Context: an optimization exercise on an open-source flow, tuned for small area. The choices shown serve that exercise and are no tape-out recipe. In this exercise RTL edits were held to simulation tests only and were not proved equivalent to the original. Power is estimated from default activity; no workload was simulated.

==> flow/design.v <==
package cpu_pmp_pkg;
    localparam logic [11:0] CSR_PMPCFG0  = 12'h3A0;
    localparam logic [11:0] CSR_PMPADDR0 = 12'h3B0;
    localparam int PMP_MAX_ENTRIES = 16;
    localparam logic [1:0] PMPCFG_A_OFF   = 2'd0;
    localparam logic [1:0] PMPCFG_A_TOR   = 2'd1;
    localparam logic [1:0] PMPCFG_A_NA4   = 2'd2;
    localparam logic [1:0] PMPCFG_A_NAPOT = 2'd3;
    localparam int CFG_L  = 7;
    localparam int CFG_A  = 3;
    localparam int CFG_X  = 2;
    localparam int CFG_W  = 1;
    localparam int CFG_R  = 0;
endpackage
module cpu_pmp_match #(
    parameter int ENTRIES = 16
) (
    input  logic [ENTRIES-1:0][31:0] pmpaddr,   
    input  logic [ENTRIES-1:0]       valid,     
    input  logic [ENTRIES-1:0][31:0] dc,        
    input  logic [ENTRIES-1:0]       tor,       
    input  logic [ENTRIES-1:0]       nx,        
    input  logic [ENTRIES-1:0]       napot,     
    input  logic [ENTRIES-1:0][2:0]  perm,      
    input  logic [ENTRIES-1:0]       lock,
    input  logic [31:0]              addr,
    input  logic                     mmode,
    output logic [2:0]               rwx,
    output logic                     hit
);
    logic [29:0]        w;
    logic [ENTRIES-1:0] lt;
    logic [ENTRIES-1:0] match;
    logic               wz;
    logic               unused_addr_bits;
    assign w                = addr[31:2];
    assign unused_addr_bits = ^addr[1:0];
    assign wz               = ~|w[29:1];
    for (genvar i = 0; i < ENTRIES; i++) begin : g_entry
        logic [29:0] e;
        logic [29:0] ok;
        logic [5:0]  blt;
        logic [5:0]  beq;
        logic [6:0]  bc;
        logic        eq_raw;
        logic        eq;
        for (genvar j = 0; j < 30; j++) begin : g_bit
            assign e[j]  = w[j] ~^ pmpaddr[i][j];
            assign ok[j] = e[j] | dc[i][j];
        end
        for (genvar b = 0; b < 6; b++) begin : g_blk
            logic [5:0] c;
            assign c[0] = 1'b0;
            for (genvar k = 0; k < 5; k++) begin : g_k
                assign c[k+1] = pmpaddr[i][5*b+k] ? (~w[5*b+k] | c[k]) : (~w[5*b+k] & c[k]);
            end
            assign blt[b] = c[5];
            assign beq[b] = &e[5*b +: 5];
        end
        assign bc[0] = 1'b0;
        for (genvar b = 0; b < 6; b++) begin : g_comb
            assign bc[b+1] = blt[b] | (beq[b] & bc[b]);
        end
        assign lt[i] = valid[i] & (bc[6] | pmpaddr[i][31] | pmpaddr[i][30]);
        assign eq_raw = (&ok) & (~pmpaddr[i][31] | dc[i][31]) & (~pmpaddr[i][30] | dc[i][30]);
        assign eq     = valid[i] ? eq_raw : (wz & (~w[0] | napot[i]));
        if (i == 0) begin : g_first
            assign match[i] = (tor[i] & lt[i]) | (nx[i] & eq);
        end else begin : g_rest
            assign match[i] = (tor[i] & lt[i] & ~lt[i-1]) | (nx[i] & eq);
        end
    end
    always_comb begin
        hit = 1'b0;
        rwx = mmode ? 3'b111 : 3'b000;
        for (int i = ENTRIES - 1; i >= 0; i--) begin
            if (match[i]) begin
                hit = 1'b1;
                rwx = (lock[i] || !mmode) ? perm[i] : 3'b111;
            end
        end
    end
endmodule
module cpu_pmp #(
    parameter int                      ENTRIES      = 16,
    parameter int                      LOOKUP_PORTS = 2
) (
    input  logic                          clk_i,
    input  logic                          rst_i,
    input  logic [11:0]                   read_addr_i,
    input  logic                          read_enable_i,
    output logic [31:0]                   read_data_o,
    input  logic [11:0]                   write_addr_i,
    input  logic [31:0]                   write_data_i,
    input  logic                          write_enable_i,
    input  logic [LOOKUP_PORTS*32-1:0]    lookup_addr_i,
    input  logic [LOOKUP_PORTS-1:0]       lookup_mmode_i,
    output logic [LOOKUP_PORTS*3-1:0]     lookup_rwx_o,
    output logic [LOOKUP_PORTS-1:0]       lookup_hit_o
);
    logic [ENTRIES-1:0][5:0]  cfg_q;
    logic [ENTRIES-1:0][31:0] addr_q;
    logic [ENTRIES-1:0]       addr_v;
    logic [ENTRIES-1:0]       lock;
    logic [ENTRIES-1:0][1:0]  mode;
    logic [ENTRIES-1:0][2:0]  perm;
    logic [ENTRIES-1:0][7:0]  cfg_byte;
    logic [ENTRIES-1:0]       tor;
    logic [ENTRIES-1:0]       nx;
    logic [ENTRIES-1:0]       napot;
    logic [ENTRIES-1:0][31:0] dc;
    logic                     rd_cfg_hit;
    logic                     rd_addr_hit;
    logic                     wr_cfg_hit;
    logic                     wr_addr_hit;
    logic [31:0]              rd_data;
    logic [ENTRIES-1:0]       rd_addr_sel;
    logic [ENTRIES/4-1:0]     rd_cfg_sel;
    logic [ENTRIES-1:0]       addr_we;
    logic [ENTRIES-1:0]       cfg_we;
    assign rd_cfg_hit  = read_addr_i[11:2]  == cpu_pmp_pkg::CSR_PMPCFG0[11:2];
    assign rd_addr_hit = read_addr_i[11:4]  == cpu_pmp_pkg::CSR_PMPADDR0[11:4];
    assign wr_cfg_hit  = write_addr_i[11:2] == cpu_pmp_pkg::CSR_PMPCFG0[11:2];
    assign wr_addr_hit = write_addr_i[11:4] == cpu_pmp_pkg::CSR_PMPADDR0[11:4];
    for (genvar i = 0; i < ENTRIES; i++) begin : g_dec
        assign lock[i]  = cfg_q[i][5];
        assign mode[i]  = cfg_q[i][4:3];
        assign perm[i]  = cfg_q[i][2:0];
        assign cfg_byte[i] = {cfg_q[i][5], 2'b00, cfg_q[i][4:0]};
        assign tor[i]   = mode[i] == cpu_pmp_pkg::PMPCFG_A_TOR;
        assign nx[i]    = mode[i][1];
        assign napot[i] = mode[i] == cpu_pmp_pkg::PMPCFG_A_NAPOT;
        assign dc[i][0] = napot[i];
        for (genvar j = 1; j < 32; j++) begin : g_dc
            assign dc[i][j] = dc[i][j-1] & addr_q[i][j-1];
        end
        if (i < ENTRIES - 1) begin : g_tl
            assign addr_we[i] = write_enable_i && wr_addr_hit && write_addr_i[3:0] == 4'(i) &&
                                !lock[i] && !(lock[i+1] && tor[i+1]);
        end else begin : g_tl_last
            assign addr_we[i] = write_enable_i && wr_addr_hit && write_addr_i[3:0] == 4'(i) &&
                                !lock[i];
        end
        assign cfg_we[i] = write_enable_i && wr_cfg_hit && write_addr_i[1:0] == 2'(i / 4) &&
                           !lock[i];
    end
    for (genvar i = 0; i < ENTRIES; i++) begin : g_rsel
        assign rd_addr_sel[i] = read_enable_i && rd_addr_hit && read_addr_i[3:0] == 4'(i) && addr_v[i];
    end
    for (genvar k = 0; k < ENTRIES / 4; k++) begin : g_csel
        assign rd_cfg_sel[k] = read_enable_i && rd_cfg_hit && read_addr_i[1:0] == 2'(k);
    end
    always_comb begin
        rd_data = '0;
        for (int i = 0; i < ENTRIES; i++) begin
            rd_data = rd_data | ({32{rd_addr_sel[i]}} & addr_q[i]);
            rd_data[8*(i%4) +: 8] = rd_data[8*(i%4) +: 8] | ({8{rd_cfg_sel[i/4]}} & cfg_byte[i]);
        end
    end
    always_ff @(posedge clk_i or posedge rst_i) begin
        if (rst_i) begin
            cfg_q       <= '0;
            addr_v      <= '0;
            read_data_o <= '0;
        end else begin
            read_data_o <= rd_data;
            for (int i = 0; i < ENTRIES; i++) begin
                if (cfg_we[i]) begin
                    cfg_q[i] <= {write_data_i[8*(i%4) + 7], write_data_i[8*(i%4) + 2 +: 3],
                                 write_data_i[8*(i%4) + 1] & write_data_i[8*(i%4)],
                                 write_data_i[8*(i%4)]};
                end
                if (addr_we[i])
                    addr_v[i] <= 1'b1;
            end
        end
    end
    always_ff @(posedge clk_i) begin
        for (int i = 0; i < ENTRIES; i++) begin
            if (addr_we[i])
                addr_q[i] <= write_data_i;
        end
    end
    for (genvar p = 0; p < LOOKUP_PORTS; p++) begin : g_port
        cpu_pmp_match #(
            .ENTRIES (ENTRIES)
        ) u_match (
            .pmpaddr (addr_q),
            .valid   (addr_v),
            .dc      (dc),
            .tor     (tor),
            .nx      (nx),
            .napot   (napot),
            .perm    (perm),
            .lock    (lock),
            .addr    (lookup_addr_i[32*p +: 32]),
            .mmode   (lookup_mmode_i[p]),
            .rwx     (lookup_rwx_o[3*p +: 3]),
            .hit     (lookup_hit_o[p])
        );
    end
endmodule
clock: 11.0 ns
lec_check: 0
cap_margin: 20
core_margin: 2
core_utilization: 35
gpl_timing_driven: 0
setup_slack_margin: 0.5
slew_margin: 20
standard.sh (not shown) runs the stock make flow with config.mk's settings and CLKGATE_MAP_FILE= SYNTH_SCRIPT=/design/flow/synth_recipe.tcl, a recipe that flattens the netlist after the stock synthesis.
==> flow/flow/run.sh <==
#!/bin/bash
# Own layout flow: the standard flow (standard.sh), with these changes:
#  - synthesis: ABC's mapping script is flow/abc_map.script (delay-targeted
#    mapping with area recovery) instead of ORFS's minimum-delay mapping;
#    everything else in synthesis, register mapping included, is the standard flow's.
#  - port buffers are buf_4 cells (ORFS picks clkdlybuf4s50_1).
#  - clock tree synthesis inserts no dummy loads and uses clkbuf_4/clkbuf_8
#    buffers.
# Each tool's output is in own_flow.log and ORFS's logs under orfs/logs.
set -euo pipefail
W=$(pwd)
{
  echo 'proc abc {args} {'
  echo '  set i [lsearch -exact $args -script]'
  echo "  if {\$i >= 0} { set args [lreplace \$args \$i [expr {\$i + 1}] -script $W/flow/abc_map.script] }"
  echo '  yosys abc {*}$args'
  echo '}'
  cat synth_recipe.tcl
} > own_synth.tcl
sed "s#SYNTH_SCRIPT=[^ ]*synth_recipe.tcl#SYNTH_SCRIPT=$W/own_synth.tcl#" standard.sh > own_standard.sh
grep -q "SYNTH_SCRIPT=$W/own_synth.tcl" own_standard.sh
export BUFFER_PORTS_ARGS="-buffer_cell sky130_fd_sc_hd__buf_4"
export CTS_ARGS="-sink_clustering_enable -repair_clock_nets -dont_use_dummy_load -buf_list {sky130_fd_sc_hd__clkbuf_4 sky130_fd_sc_hd__clkbuf_8}"
bash own_standard.sh > own_flow.log 2>&1
==> flow/flow/abc_map.script <==
strash
dch
map -D 3500 -B 0.9
topo
stime -c
Rerun with:
--- a/flow/design.v
+++ b/flow/design.v
@@ -35,35 +35,20 @@
     logic               unused_addr_bits;
     assign w                = addr[31:2];
     assign unused_addr_bits = ^addr[1:0];
     assign wz               = ~|w[29:1];
     for (genvar i = 0; i < ENTRIES; i++) begin : g_entry
-        logic [29:0] e;
+        logic [30:0] c;
         logic [29:0] ok;
-        logic [5:0]  blt;
-        logic [5:0]  beq;
-        logic [6:0]  bc;
         logic        eq_raw;
         logic        eq;
+        assign c[0] = 1'b0;
         for (genvar j = 0; j < 30; j++) begin : g_bit
-            assign e[j]  = w[j] ~^ pmpaddr[i][j];
-            assign ok[j] = e[j] | dc[i][j];
+            assign c[j+1] = pmpaddr[i][j] ? (~w[j] | c[j]) : (~w[j] & c[j]);
+            assign ok[j]  = (w[j] ~^ pmpaddr[i][j]) | dc[i][j];
         end
-        for (genvar b = 0; b < 6; b++) begin : g_blk
-            logic [5:0] c;
-            assign c[0] = 1'b0;
-            for (genvar k = 0; k < 5; k++) begin : g_k
-                assign c[k+1] = pmpaddr[i][5*b+k] ? (~w[5*b+k] | c[k]) : (~w[5*b+k] & c[k]);
-            end
-            assign blt[b] = c[5];
-            assign beq[b] = &e[5*b +: 5];
-        end
-        assign bc[0] = 1'b0;
-        for (genvar b = 0; b < 6; b++) begin : g_comb
-            assign bc[b+1] = blt[b] | (beq[b] & bc[b]);
-        end
-        assign lt[i] = valid[i] & (bc[6] | pmpaddr[i][31] | pmpaddr[i][30]);
+        assign lt[i] = valid[i] & (c[30] | pmpaddr[i][31] | pmpaddr[i][30]);
         assign eq_raw = (&ok) & (~pmpaddr[i][31] | dc[i][31]) & (~pmpaddr[i][30] | dc[i][30]);
         assign eq     = valid[i] ? eq_raw : (wz & (~w[0] | napot[i]));
         if (i == 0) begin : g_first
             assign match[i] = (tor[i] & lt[i]) | (nx[i] & eq);
         end else begin : g_rest
=>
- The new run produced a clean layout
- via count climbs by about 3.6%
- total power rose by 2.5%
- area after synthesis climbs by 0.77%
- die area went up by about 0.8%
- synthesized cell count went up by about 10%
- fmax is about the same
- wire length climbs by 10%
- cell count went up by 9.4%
- clock power grows by about 6%
- worst setup slack degrades by 0.0055 ns
- first-iteration DRC count rises by 5.5%
- worst hold slack degrades by 0.017 ns

## afterwards: timing with drivers on the ports
Ports are ideal in the flow. The routed layouts listed here were re-timed in OpenROAD. Step 1, drivers: a clkbuf_16 drives clk_i and a buf_2 each remaining input, both assumed. Step 2, shift: input delay + t, output delay - t, t = (earliest + latest rising clock arrival at the registers) / 2. This alone moves slack from input paths to output paths. Three values: ideal, step 1, step 2; two values: the first two.
| run | shift t [ns] | slack for setup (ns) | worst setup path after step 2 | pins driven straight from the clock port |
|---|---|---|---|---|
| the first run | 0.981 | 0.456 / 0.432 / 0.432 | input to output | 1 |
| the second run | 1.021 | 0.450 / 0.423 / 0.423 | input to output | 1 |
After both steps setup and hold are still met in every run listed. The setup slack of the second run, which loses most, moves by -0.027 ns with the drivers and by -0.027 ns with both steps.
